From an optimization exercise on the open Yosys and OpenROAD flow, aimed at small area; shortcuts taken in it are not production practice. In this exercise RTL edits were held to simulation tests only and were not proved equivalent to the original. No activity file was given, so power comes from the tool's default toggle rates.

## design/flow/flow/run.sh

```bash
#!/bin/bash
# Standard layout, with plain buf_1 cells as the port buffers
cp standard.sh standard_sh.txt
export BUFFER_PORTS_ARGS="-buffer_cell sky130_fd_sc_hd__buf_1"
bash standard.sh > standard.log 2>&1
```

## design/flow/standard.sh

```bash
#!/bin/bash
# synth_recipe.tcl (not shown) runs the flow's synth.tcl, then flattens the netlist and writes it again
# the make line also repeats each setting of config.mk as NAME=value (left out here)
make -C /OpenROAD-flow-scripts/flow DESIGN_CONFIG=/design/flow/config.mk WORK_HOME=/design/flow/orfs CLKGATE_MAP_FILE= SYNTH_SCRIPT=/design/flow/synth_recipe.tcl "${@:-finish}"
```

## design/flow/config.mk

```make
export PLATFORM = sky130hd
export DESIGN_NAME = csr_top
export DESIGN_NICKNAME = csr_top
export VERILOG_FILES = /design/flow/design.v
export SDC_FILE = /design/flow/constraint.sdc
export NUM_CORES = 4
export LEC_CHECK = 0
export CAP_MARGIN = 20
export CORE_MARGIN = 2
export CORE_UTILIZATION = 40
export SETUP_SLACK_MARGIN = 0.1
export SLEW_MARGIN = 20
```

## design/flow/constraint.sdc

```tcl
create_clock -name core_clock -period 4.75 [get_ports {clk_i}]
set_input_delay 0.9500 -clock core_clock [delete_from_list [all_inputs] [get_ports {clk_i}]]
set_output_delay 0.9500 -clock core_clock [all_outputs]
set_load 0.01 [all_outputs]
```

## design/flow/design.v

```verilog
package csr_pkg;
    typedef logic [11:0] csr_addr_t;
    typedef logic [31:0] csr_word_t;
    localparam csr_addr_t CSR_MSTATUS   = 12'h300;
    localparam csr_addr_t CSR_MIE       = 12'h304;
    localparam csr_addr_t CSR_MTVEC     = 12'h305;
    localparam csr_addr_t CSR_MSCRATCH  = 12'h340;
    localparam csr_addr_t CSR_MEPC      = 12'h341;
    localparam csr_addr_t CSR_MCAUSE    = 12'h342;
    localparam csr_addr_t CSR_MTVAL     = 12'h343;
    localparam csr_addr_t CSR_MIP       = 12'h344;
    localparam csr_addr_t CSR_MCYCLE    = 12'hB00;
    localparam csr_addr_t CSR_MCYCLEH   = 12'hB80;
    localparam csr_addr_t CSR_CYCLE     = 12'hC00;
    localparam csr_addr_t CSR_CYCLEH    = 12'hC80;
endpackage
package trap_pkg;
    localparam logic [15:0] XCPT_TVAL_SET = 16'hB0F3;
endpackage
module csr_top
(
    input  logic        clk_i,
    input  logic        rst_i,
    input  logic [11:0] csr_raddr_i,
    output logic [31:0] csr_rdata_o,
    input  logic        csr_we_i,
    input  logic [11:0] csr_waddr_i,
    input  logic [31:0] csr_wdata_i,
    input  logic        ext_irq_i,
    input  logic        tmr_irq_i,
    input  logic        sft_irq_i,
    input  logic        xcpt_valid_i,
    input  logic [3:0]  xcpt_cause_i,
    input  logic [31:0] xcpt_tval_i,
    input  logic [31:0] nxt_pc_i,
    output logic        irq_taken_o,
    output logic [31:0] pc_handler_o,
    input  logic        sys_jump_i,
    input  logic        mret_i,
    output logic        sys_jump_o,
    output logic [31:0] sys_jump_pc_o,
    output logic [1:0]  priv_o
);
    logic [31:0] mstatus_q;
    logic [31:0] mie_q;
    logic [31:0] mtvec_q;
    logic [31:0] mscratch_q;
    logic [31:0] mepc_q;
    logic [31:0] mcause_q;
    logic [31:0] mtval_q;
    logic [2:0]  mip_q;       
    logic [31:0] cyc_lo_q;
    logic [31:0] cyc_hi_q;
    logic        privm_q;     
    logic [31:0] wd;
    assign wd = csr_wdata_i;
    logic w_ms, w_mie, w_mtvec, w_mscratch, w_mepc, w_mcause, w_mtval, w_clo, w_chi;
    assign w_ms       = csr_we_i && (csr_waddr_i == csr_pkg::CSR_MSTATUS);
    assign w_mie      = csr_we_i && (csr_waddr_i == csr_pkg::CSR_MIE);
    assign w_mtvec    = csr_we_i && (csr_waddr_i == csr_pkg::CSR_MTVEC);
    assign w_mscratch = csr_we_i && (csr_waddr_i == csr_pkg::CSR_MSCRATCH);
    assign w_mepc     = csr_we_i && (csr_waddr_i == csr_pkg::CSR_MEPC);
    assign w_mcause   = csr_we_i && (csr_waddr_i == csr_pkg::CSR_MCAUSE);
    assign w_mtval    = csr_we_i && (csr_waddr_i == csr_pkg::CSR_MTVAL);
    assign w_clo      = csr_we_i && (csr_waddr_i == csr_pkg::CSR_MCYCLE);
    assign w_chi      = csr_we_i && (csr_waddr_i == csr_pkg::CSR_MCYCLEH);
    logic [2:0] pend;        
    logic       irq_any;
    logic       trap;
    logic       mret;
    logic [3:0] irq_cause;
    logic [3:0] cause;
    logic       vect;
    assign pend      = mip_q & {mie_q[11], mie_q[7], mie_q[3]};
    assign irq_any   = |pend;
    assign trap      = xcpt_valid_i | (privm_q & mstatus_q[3] & irq_any);
    assign mret      = sys_jump_i & mret_i & ~trap;
    assign irq_cause = {pend[2], ~pend[2] & pend[1], 2'b11};
    assign cause     = xcpt_valid_i ? xcpt_cause_i : irq_cause;
    assign vect = ~xcpt_valid_i & (mtvec_q[1:0] == 2'b01);
    assign pc_handler_o  = {mtvec_q[31:2] + {26'd0, vect ? irq_cause : 4'd0}, 2'b00};
    assign irq_taken_o   = trap;
    assign sys_jump_o    = sys_jump_i;
    assign sys_jump_pc_o = mepc_q;
    assign priv_o        = {privm_q, privm_q};
    logic nr;
    logic quiet;             
    assign nr    = ~rst_i;
    assign quiet = ~trap & ~mret;
    logic mie_w, mie_h, mtvec_w, mtvec_h, mscr_w, mscr_h;
    assign mie_w   = nr &  w_mie;
    assign mie_h   = nr & ~w_mie;
    assign mtvec_w = nr &  w_mtvec;
    assign mtvec_h = nr & ~w_mtvec;
    assign mscr_w  = nr &  w_mscratch;
    assign mscr_h  = nr & ~w_mscratch;
    logic tk;
    logic mepc_w, mepc_h, mcause_w, mcause_h, mtval_t, mtval_w, mtval_h, ms_w, ms_h;
    assign tk       = nr & trap;
    assign mepc_w   = nr & quiet & w_mepc;
    assign mepc_h   = nr & ~trap & ~(w_mepc & ~mret);
    assign mcause_w = nr & quiet & w_mcause;
    assign mcause_h = nr & ~trap & ~(w_mcause & ~mret);
    assign mtval_t  = nr & xcpt_valid_i & trap_pkg::XCPT_TVAL_SET[xcpt_cause_i];
    assign mtval_w  = nr & quiet & w_mtval;
    assign mtval_h  = nr & ~mtval_t & ~(quiet & w_mtval);
    assign ms_w     = nr & quiet & w_ms;
    assign ms_h     = nr & ~(quiet & w_ms);
    logic clo_w, clo_c, chi_w, chi_c, chi_inc;
    assign clo_w   = nr &  w_clo;
    assign clo_c   = nr & ~w_clo;
    assign chi_w   = nr &  w_chi;
    assign chi_c   = nr & ~w_chi;
    assign chi_inc = ~w_clo & (&cyc_lo_q);
    logic [31:0] mstatus_d, mie_d, mtvec_d, mscratch_d, mepc_d, mcause_d, mtval_d;
    logic [31:0] cyc_lo_d, cyc_hi_d;
    logic [2:0]  mip_d;
    logic        privm_d;
    assign mie_d      = (mie_q      & {32{mie_h}})   | (wd & {32{mie_w}});
    assign mtvec_d    = (mtvec_q    & {32{mtvec_h}}) | (wd & {32{mtvec_w}});
    assign mscratch_d = (mscratch_q & {32{mscr_h}})  | (wd & {32{mscr_w}});
    assign mepc_d   = (mepc_q & {32{mepc_h}}) | (wd & {32{mepc_w}}) | (nxt_pc_i & {32{tk}});
    assign mcause_d = (mcause_q & {32{mcause_h}}) | (wd & {32{mcause_w}}) |
                      ({~xcpt_valid_i, 27'd0, cause} & {32{tk}});
    assign mtval_d  = (mtval_q & {32{mtval_h}}) | (wd & {32{mtval_w}}) | (xcpt_tval_i & {32{mtval_t}});
    always_comb
    begin
        mstatus_d     = (mstatus_q & {32{ms_h}}) | (wd & {32{ms_w}});
        mstatus_d[3]  = rst_i | (mstatus_q[3] & nr & quiet & ~w_ms) | (wd[3] & ms_w) |
                        (mstatus_q[7] & nr & mret);
        mstatus_d[7]  = (mstatus_q[7] & nr & quiet & ~w_ms) | (wd[7] & ms_w) |
                        (mstatus_q[3] & tk) | (nr & mret);
        mstatus_d[11] = rst_i | (mstatus_q[11] & nr & ~trap & ~(quiet & w_ms)) | (wd[11] & ms_w) |
                        (privm_q & tk);
        mstatus_d[12] = rst_i | (mstatus_q[12] & nr & ~trap & ~(quiet & w_ms)) | (wd[12] & ms_w) |
                        (privm_q & tk);
    end
    assign privm_d = rst_i | trap | (mret ? (mstatus_q[11] | mstatus_q[12]) : privm_q);
    assign mip_d = {ext_irq_i, tmr_irq_i, sft_irq_i} & {mie_q[11], mie_q[7], mie_q[3]} & {3{nr}};
    assign cyc_lo_d = ((cyc_lo_q + {31'd0, ~w_chi}) & {32{clo_c}}) | (wd & {32{clo_w}});
    assign cyc_hi_d = ((cyc_hi_q + {31'd0, chi_inc}) & {32{chi_c}}) | (wd & {32{chi_w}});
    always_ff @(posedge clk_i)
    begin
        mstatus_q  <= mstatus_d;
        mie_q      <= mie_d;
        mtvec_q    <= mtvec_d;
        mscratch_q <= mscratch_d;
        mepc_q     <= mepc_d;
        mcause_q   <= mcause_d;
        mtval_q    <= mtval_d;
        mip_q      <= mip_d;
        cyc_lo_q   <= cyc_lo_d;
        cyc_hi_q   <= cyc_hi_d;
        privm_q    <= privm_d;
    end
    logic r_ms, r_mie, r_mtvec, r_mscratch, r_mepc, r_mcause, r_mtval, r_mip, r_clo, r_chi;
    assign r_ms       = (csr_raddr_i == csr_pkg::CSR_MSTATUS);
    assign r_mie      = (csr_raddr_i == csr_pkg::CSR_MIE);
    assign r_mtvec    = (csr_raddr_i == csr_pkg::CSR_MTVEC);
    assign r_mscratch = (csr_raddr_i == csr_pkg::CSR_MSCRATCH);
    assign r_mepc     = (csr_raddr_i == csr_pkg::CSR_MEPC);
    assign r_mcause   = (csr_raddr_i == csr_pkg::CSR_MCAUSE);
    assign r_mtval    = (csr_raddr_i == csr_pkg::CSR_MTVAL);
    assign r_mip      = (csr_raddr_i == csr_pkg::CSR_MIP);
    assign r_clo      = (csr_raddr_i == csr_pkg::CSR_MCYCLE)  || (csr_raddr_i == csr_pkg::CSR_CYCLE);
    assign r_chi      = (csr_raddr_i == csr_pkg::CSR_MCYCLEH) || (csr_raddr_i == csr_pkg::CSR_CYCLEH);
    assign csr_rdata_o = (mstatus_q  & {32{r_ms}})       |
                         (mie_q      & {32{r_mie}})      |
                         (mtvec_q    & {32{r_mtvec}})    |
                         (mscratch_q & {32{r_mscratch}}) |
                         (mepc_q     & {32{r_mepc}})     |
                         (mcause_q   & {32{r_mcause}})   |
                         (mtval_q    & {32{r_mtval}})    |
                         ({20'd0, mip_q[2], 3'd0, mip_q[1], 3'd0, mip_q[0], 3'd0} & {32{r_mip}}) |
                         (cyc_lo_q   & {32{r_clo}})      |
                         (cyc_hi_q   & {32{r_chi}});
endmodule
```

==> flow_summary_export.csv <==
group,metric,value,unit
synth,synthMuxAreaShare,10.2,%
clocking,clockBufferDepth,3,
route,dr.pass1.iters,5,
power_and_ir_drop,comb_power_share,6.3,%
place,dp_hpwl,36700,um
synth,synthSimpleGateAreaFrac,14.6,%
global_routing,globalRouteOverflowTotal,0,
power_and_ir_drop,power.share.sequential,46.3,%
synth,synth_edf_count,0,
global_routing,grt_usage,27.0,%
worst_setup_path,r2r_cells,10,
synth,synthAdderAreaFrac,0.844,%
timing,finalSetupViolCount,0,
timing,worst_pin_slew,978,ps
timing,rsz0062_at_grt,"no",
route,routedWlPerCell,24.3,um
hold_path,min_path_cells,1,
power_and_ir_drop,switchingPower,1.30,mW
global_routing,grt_pass1_wl,76000,um
route,via_per_inst,6.03,
floorplanning,fp-row-count,69,
synth,ys_types,67,
floorplanning,die_y,193,um
power_and_ir_drop,ir_drop,252,uV
synth,synth.yosys.seq_area_share,41.1,%
timing,slew_headroom,34.7,%
floorplanning,start_util,40.3,%
floorplanning,fp.coreArea,35300,sq um
synth,syn_area,14200,sq um
synth,synth_area_per_cell,9.58,sq um
place,gp_congestion,0.953,
clocking,numCtsBuffers,31,
worst_setup_path,cp_data_arrival_time,3490,ps
global_routing,grt_max_degree,74,
route,via_count,12900,
final_layout,final_cells,2135,
global_routing,antenna_found_initial,4,
power_and_ir_drop,swShare,23.9,%
worst_setup_path,start_kind,"input port",
synth,yosysWarnings,1,
clocking,cts_root_buffer,"clkbuf_16",
timing,period_share,93.6,%
clocking,clk_pin_slew,60,ps
place,pre_cts_ws,126,ps
final_layout,drive_above_1_share,8.68,%
synth,ys_seq_elements,292,
timing,fmax,0.225,GHz
clocking,clk_latency,560,ps
place,dp.cells,2076,
clocking,cts_tree,"yes",
route,drt_iter0_drc,1262,
synth,synth-compound-area-share,23.1,%
synth,syn_inst,1487,
floorplanning,die_area,37100,sq um
worst_setup_path,path_max_fanout,6,
timing,skew,12.6,ps
status,status,"complete, no violations",
clocking,htree_levels,1,
final_layout,area_delta_synth_final,16.3,%
worst_setup_path,path_class,"input port to output pin",
final_layout,num-fill-cells,3407,
place,numPortBuffers,230,
clocking,clock-sinks,292,
synth,synth_top_family_by_area,"compound AO/OA/AOI/OAI gates",
worst_setup_path,required,3800,ps
power_and_ir_drop,p_per_area,330,nW/um^2
power_and_ir_drop,intPower,4.16,mW
synth,ys.flop_type,"dfxtp_1",
timing,final_max_slew_viol_count,0,
global_routing,grt_pass1_vias,12000,
route,ant_nets,0,
timing,fin_tns_setup,0,ps
worst_setup_path,worst_setup_path_end_kind,"output pin",
route,drc,0,
synth,async_flop_share,0,%
synth,synth_xor_area_share,5.29,%
final_layout,nNetsFinal,1790,
flow_run,max_cap_violations,0,
timing,hold_viol_final,0,
clocking,post_cts_buffers,0,
floorplanning,die_x,193,um
route,wl,51800,um
power_and_ir_drop,p_leak,6.12,nW
timing,timing.final.ws_setup,305,ps
power_and_ir_drop,clockPowerShare,47.4,%
hold_path,hp-class,"register to register",
timing,fin_crit,4440,ps
floorplanning,ios,233,
cells in the final DEF, fill, tap and decap left out, types with 8 or more instances in the layout:
master	Yosys	final
a211oi_1	63	63
a21oi_1	11	11
a221o_1	32	32
a221oi_1	13	13
a222oi_1	11	11
a22o_1	140	140
a22oi_1	29	29
and2_1	41	41
and3_1	25	25
and4_1	9	9
buf_1	5	225
buf_4	9	48
clkbuf_16	0	31
dfxtp_1	292	292
ha_1	8	8
inv_1	11	11
mux2i_1	118	118
mux4_2	10	10
nand2_1	81	81
nand3_1	41	40
nand4_1	30	30
nor2_1	127	124
nor2b_1	10	9
nor3_1	10	9
o211ai_1	10	10
o22ai_1	27	27
o2bb2ai_1	33	33
xnor2_1	35	35
xor2_1	51	51
metal layers:
metal	GRT usage (%)	share of wire, %	vias up
met5	0	0	-
met4	5.73	1.9	0
met3	3.95	7.3	63
met2	41.7	45	487
met1	39.8	46	6405
li1	-	-	5928
Yosys cell counts, types with 6 or more instances:
| cell type | instances | area, sq um |
|---|---|---|
| dfxtp_1 | 292 | 5850 |
| a22o_1 | 140 | 1230 |
| nor2_1 | 127 | 477 |
| mux2i_1 | 118 | 1180 |
| clkbuf_1 | 106 | 398 |
| nand2_1 | 81 | 304 |
| a211oi_1 | 63 | 473 |
| xor2_1 | 51 | 447 |
| and2_1 | 41 | 257 |
| nand3_1 | 41 | 205 |
| xnor2_1 | 35 | 307 |
| o2bb2ai_1 | 33 | 289 |
| a221o_1 | 32 | 320 |
| nand4_1 | 30 | 188 |
| a22oi_1 | 29 | 218 |
| buf_2 | 27 | 135 |
| o22ai_1 | 27 | 169 |
| and3_1 | 25 | 156 |
| a221oi_1 | 13 | 114 |
| a21oi_1 | 11 | 55.1 |
| a222oi_1 | 11 | 110 |
| inv_1 | 11 | 41.3 |
| mux4_2 | 10 | 225 |
| nor2b_1 | 10 | 62.6 |
| nor3_1 | 10 | 50.1 |
| o211ai_1 | 10 | 75.1 |
| and4_1 | 9 | 78.8 |
| buf_4 | 9 | 67.6 |
| ha_1 | 8 | 100 |
| nor4_1 | 8 | 50.1 |
| o2111ai_1 | 6 | 52.6 |
timing repair:
item | 4_1_cts | 5_1_grt
setup endpoints to repair | 0 | 13
resized for setup | 0 | 6
hold buffers | 0 | 0
state kept, by name, summed over array words and instances (netlist names), 3 cells and up:
signal and cells:
mtvec_q 32, mscratch_q 32, mip_q 3, mtval_q 32
cyc_hi_q 32, cyc_lo_q 32, mstatus_q 32, mepc_q 32
mcause_q 32, mie_q 32
power by group through the flow:
stage	combinational, mW	clock (mW)	sequential, mW
2_1_floorplan	0.188	0	2.57
3_3_place_gp	0.337	0	2.58
3_5_place_dp	0.340	0	2.58
4_1_cts	0.341	2.61	2.52
5_1_grt	0.367	2.71	2.53
6_report	0.347	2.59	2.53
final cells by class:
class                      instances  area (sq um)  share of cell area [%]
multi-input combinational       1034          7780                    47.0
sequential                       292          5850                    35.3
timing repair buffer             278          1230                    7.43
clock buffer                      42           877                    5.30
tap                              461           577                    3.48
clock inverter                    13           204                    1.23
inverter                          11          41.3                   0.249
antenna                            4          10.0                  0.0604
path summary, 6_finish.rpt:
check,start,slack [ps],to
setup reg to reg,cyc_lo_q[17]$_DFF_P_,1670,cyc_hi_q[12]$_DFF_P_
hold reg to reg,mscratch_q[20]$_DFF_P_,480,mscratch_q[20]$_DFF_P_
setup / recovery,xcpt_valid_i,310,pc_handler_o[26]
hold / removal,mscratch_q[20]$_DFF_P_,480,mscratch_q[20]$_DFF_P_
cells by family after synthesis:
family,after synthesis
AO/OA/AOI/OAI,397
XOR/XNOR,86
adder cells (fa/ha/maj),9
buffers and inverters,162
flip-flops,292
multiplexers,132
other,1
AND/OR/NAND/NOR,408
critical path, stage by stage:
cell and delay [ps]:
buf_1 120, or3b_4 440, inv_1 100, ha_1 160, inv_1 60, fa_1 440, nor2b_2 160, o31ai_1 160
nor3_1 280, buf_4 200, nand3_1 100, xnor2_1 190, clkbuf_2 160
stage by stage:
step	cell area [sq um]	hold WS [ps]	utilization, %	total power [mW]
detailed placement	15500	461	43.8	2.92
finish	16600	481	46.9	5.46
global route	16600	494	46.9	5.61
global placement	15400	457	43.7	2.91
floorplan	14200	441	-	2.76
CTS	16500	479	46.8	5.47

-- port drivers added, routing unchanged --
Ports are ideal in the flow. The routed layout listed here was re-timed in OpenROAD. Step 1 sets driving cells, clkbuf_16 on the clock port and buf_2 on the other inputs (assumed; they add their load-dependent delay and slew). Step 2 moves the port delays by t, midway between the first and last clock arrival at a register: inputs arrive t later, outputs are due t later. That takes back most of the time a late clock gives input paths. Three values: ideal, step 1, step 2; two values: the first two.
t (ns): 0.605
setup WS [ns]: 0.305 / 0.285 / 0.285
worst slew at a driven data input, ns: 0.08
After both steps setup and hold are still met in this run. The setup slack of this run moves by -0.020 ns with the drivers and by -0.020 ns with both steps.
